This design comes from an exercise in tuning for small area, a short achievable clock period and few clock cycles per item on the open sky130 flow, not from production work. The RTL was checked by simulation tests, not by an equivalence proof against the original design. Power and IR drop assume default switching activity.

## job 1825
==> module conv_sequencer, before the edit <==
module conv_sequencer #(
    parameter int DEPTH = 5
) (
    input  logic        clk,
    input  logic        reset,
    input  logic        in_valid,
    input  logic [3:0]  in_user,
    input  logic        pop,
    output logic        in_ready,
    output logic [15:0] w_en,
    output logic        w_clr,
    output logic        take_b,
    output logic        take_p,
    output logic        win,
    output logic        win4
);
    localparam logic [1:0] PH_W = 2'd0;
    localparam logic [1:0] PH_B = 2'd1;
    localparam logic [1:0] PH_P = 2'd2;
    logic [1:0]  ph;
    logic        rdy_w, rdy_b, rdy_p;
    logic [1:0]  km1;       
    logic        k4;        
    logic [1:0]  wa, wb;    
    logic [15:0] hot;       
    logic [2:0]  x, y;
    logic        xok, yok;  
    logic [2:0]  cred;
    logic        take_w, start, last_w;
    logic [1:0]  skm1, ca, cb, kk1, na, nb;
    logic [1:0]  ph_next;
    logic        rdy_next;
    logic [2:0]  cred_next;
    always_comb begin
        take_w = in_valid && rdy_w;
        take_b = in_valid && rdy_b;
        take_p = in_valid && rdy_p;
        start  = in_user[3];
        skm1   = in_user[1:0] - 2'd1;
        for (int t = 0; t < 16; t++)
            w_en[t] = take_w && (start ? (4'(t) == {skm1, skm1}) : hot[t]);
        w_clr  = take_w && start;
        ca     = start ? skm1 : wa;
        cb     = start ? skm1 : wb;
        kk1    = start ? skm1 : km1;
        last_w = (ca == 2'd0) && (cb == 2'd0);
        na     = (cb == 2'd0) ? ca - 2'd1 : ca;
        nb     = (cb == 2'd0) ? kk1 : cb - 2'd1;
        win    = take_p && xok && yok;
        win4   = win && k4;
        ph_next = ph;
        if (take_w && last_w)
            ph_next = PH_B;
        if (take_b)
            ph_next = PH_P;
        if (take_p && x == 3'd7 && y == 3'd7)
            ph_next = PH_W;
        cred_next = cred + {2'b00, win} - {2'b00, pop};
        if (in_valid && rdy_p && xok && yok)
            rdy_next = !k4 && ((pop ? cred : cred + 3'd1) < 3'(DEPTH));
        else
            rdy_next = (pop ? cred - 3'd1 : cred) < 3'(DEPTH);
    end
    always_ff @(posedge clk) begin
        if (reset) begin
            ph       <= PH_W;
            km1      <= '0;
            k4       <= 1'b0;
            wa       <= '0;
            wb       <= '0;
            hot      <= '0;
            x        <= '0;
            y        <= '0;
            xok      <= 1'b0;
            yok      <= 1'b0;
            cred     <= '0;
            in_ready <= 1'b1;
            rdy_w    <= 1'b1;
            rdy_b    <= 1'b0;
            rdy_p    <= 1'b0;
        end else begin
            ph       <= ph_next;
            cred     <= cred_next;
            in_ready <= rdy_next;
            rdy_w    <= rdy_next && ph_next == PH_W;
            rdy_b    <= rdy_next && ph_next == PH_B;
            rdy_p    <= rdy_next && ph_next == PH_P;
            if (take_w) begin
                if (start) begin
                    km1 <= skm1;
                    k4  <= skm1 == 2'd3;
                end
                wa <= na;
                wb <= nb;
                for (int t = 0; t < 16; t++)
                    hot[t] <= 4'(t) == {na, nb};
            end
            if (take_b) begin
                x   <= '0;
                y   <= '0;
                xok <= km1 == 2'd0;
                yok <= km1 == 2'd0;
            end
            if (take_p) begin
                x   <= x + 3'd1;
                xok <= (x == 3'd7) ? km1 == 2'd0 : xok || (x + 3'd1 == {1'b0, km1});
                if (x == 3'd7) begin
                    y   <= y + 3'd1;
                    yok <= yok || (y + 3'd1 == {1'b0, km1});
                end
            end
        end
    end
endmodule
clock: 9.0 ns
lec_check: 0
abc_clock_period_in_ps: 3000
cap_margin: 20
core_margin: 2
core_utilization: 40
cts_cluster_diameter: 120
cts_cluster_size: 20
slew_margin: 20
standard.sh (not shown) runs the stock make flow with config.mk's settings and CLKGATE_MAP_FILE= SYNTH_SCRIPT=/design/flow/synth_recipe.tcl, a recipe that flattens the netlist after the stock synthesis.
==> flow/flow/run.sh <==
#!/bin/bash
# The standard layout with two changes: Yosys's synth runs without its
# quick ABC pass (-noabc), so the full adders it extracts keep their polarity
# and need fewer inverters (ORFS's own ABC mapping still runs afterwards), and
# timing repair aims at a 3 ns path instead of 4 ns. The clock period and
# constraints stay the design's.
set -euo pipefail
W=$(pwd)
sed 's/yosys synth -nofsm -noshare /yosys synth -nofsm -noshare -noabc /' synth_recipe.tcl > "$W/noabc_synth.tcl"
sed "s#SYNTH_SCRIPT=[^ ]*#SYNTH_SCRIPT=$W/noabc_synth.tcl#" standard.sh > "$W/noabc_standard.sh"
grep -q "SYNTH_SCRIPT=$W/noabc_synth.tcl" "$W/noabc_standard.sh"
export SETUP_SLACK_MARGIN=6
bash "$W/noabc_standard.sh" > standard.log 2>&1
Job 1825 completed; timing, DRC and antenna clean
Testbench counts of job 1825, summed over its fixed seeds: cycles 10,425, frames 128.
> inputs changed (job 1825 -> job 1914)
diff --git a/flow/design.v b/flow/design.v
--- a/flow/design.v
+++ b/flow/design.v
@@ -79,13 +79,12 @@
     localparam logic [1:0] PH_P = 2'd2;
     logic [1:0]  ph;
     logic        rdy_w, rdy_b, rdy_p;
     logic [1:0]  km1;       
     logic        k4;        
     logic [1:0]  wa, wb;    
-    logic [15:0] hot;       
     logic [2:0]  x, y;
     logic        xok, yok;  
     logic [2:0]  cred;
     logic        take_w, start, last_w;
     logic [1:0]  skm1, ca, cb, kk1, na, nb;
     logic [1:0]  ph_next;
@@ -95,13 +94,13 @@
         take_w = in_valid && rdy_w;
         take_b = in_valid && rdy_b;
         take_p = in_valid && rdy_p;
         start  = in_user[3];
         skm1   = in_user[1:0] - 2'd1;
         for (int t = 0; t < 16; t++)
-            w_en[t] = take_w && (start ? (4'(t) == {skm1, skm1}) : hot[t]);
+            w_en[t] = take_w && (start ? (4'(t) == {skm1, skm1}) : (4'(t) == {wa, wb}));
         w_clr  = take_w && start;
         ca     = start ? skm1 : wa;
         cb     = start ? skm1 : wb;
         kk1    = start ? skm1 : km1;
         last_w = (ca == 2'd0) && (cb == 2'd0);
         na     = (cb == 2'd0) ? ca - 2'd1 : ca;
@@ -125,13 +124,12 @@
         if (reset) begin
             ph       <= PH_W;
             km1      <= '0;
             k4       <= 1'b0;
             wa       <= '0;
             wb       <= '0;
-            hot      <= '0;
             x        <= '0;
             y        <= '0;
             xok      <= 1'b0;
             yok      <= 1'b0;
             cred     <= '0;
             in_ready <= 1'b1;
@@ -149,14 +147,12 @@
                 if (start) begin
                     km1 <= skm1;
                     k4  <= skm1 == 2'd3;
                 end
                 wa <= na;
                 wb <= nb;
-                for (int t = 0; t < 16; t++)
-                    hot[t] <= 4'(t) == {na, nb};
             end
             if (take_b) begin
                 x   <= '0;
                 y   <= '0;
                 xok <= km1 == 2'd0;
                 yok <= km1 == 2'd0;
--- outcome ---
The final HPWL from detailed placement of job 1914 falls short of that of job 1825 by 2.1%. Fraction of layout instances using a drive strength above 1 delta for job 1914 relative to job 1825: 1.9 points higher. [compare] base=job 1825 new=job 1914: part of the total power dissipated in combinational logic shrank by 0.5 points; via count went down about 2.3%; sequential cell count of the final layout now smaller; complex-gate fraction of the synthesized area decreased 0.42 points. [job 1914 vs job 1825] leakage power total: lower in job 1914. Job 1914 ends up with lower total design power than job 1825 does. Area of all placed cells without fillers: job 1914 vs job 1825 down about 3%. Of job 1914 and job 1825, it is job 1914 that has the lower multi-input logic cell count.
Testbench counts of job 1914, summed over its fixed seeds: cycles 10,425, frames 128.

[port drivers added, routing unchanged]
The flow's constraints put no driver on any port. The routed layouts listed below were extracted and timed again, unchanged, in two steps. Step 1 (the two cells are an assumption about what drives the block):
set clk [get_ports {clk}]
set_driving_cell -lib_cell sky130_fd_sc_hd__clkbuf_16 $clk
set_driving_cell -lib_cell sky130_fd_sc_hd__buf_2 [delete_from_list [all_inputs] $clk]
Step 2 times the ports against the registers' clock, not the clock port: input delays grow and output delays shrink by t, the midpoint of the rising clock arrivals with the driver on. a / b / c = ideal ports / drivers / drivers and shift; a / b = the first two.
run	shift t [ns]	setup WS [ns]	worst setup path after step 2
job 1825	0.698	5.868 / 5.868 / 5.389	input to register
job 1914	0.679	5.899 / 5.899 / 5.450	input to register
After both steps every run listed still meets setup and hold. For job 1825, which loses most, drivers alone change the setup slack by 0.000 ns; drivers and shift together by -0.479 ns.
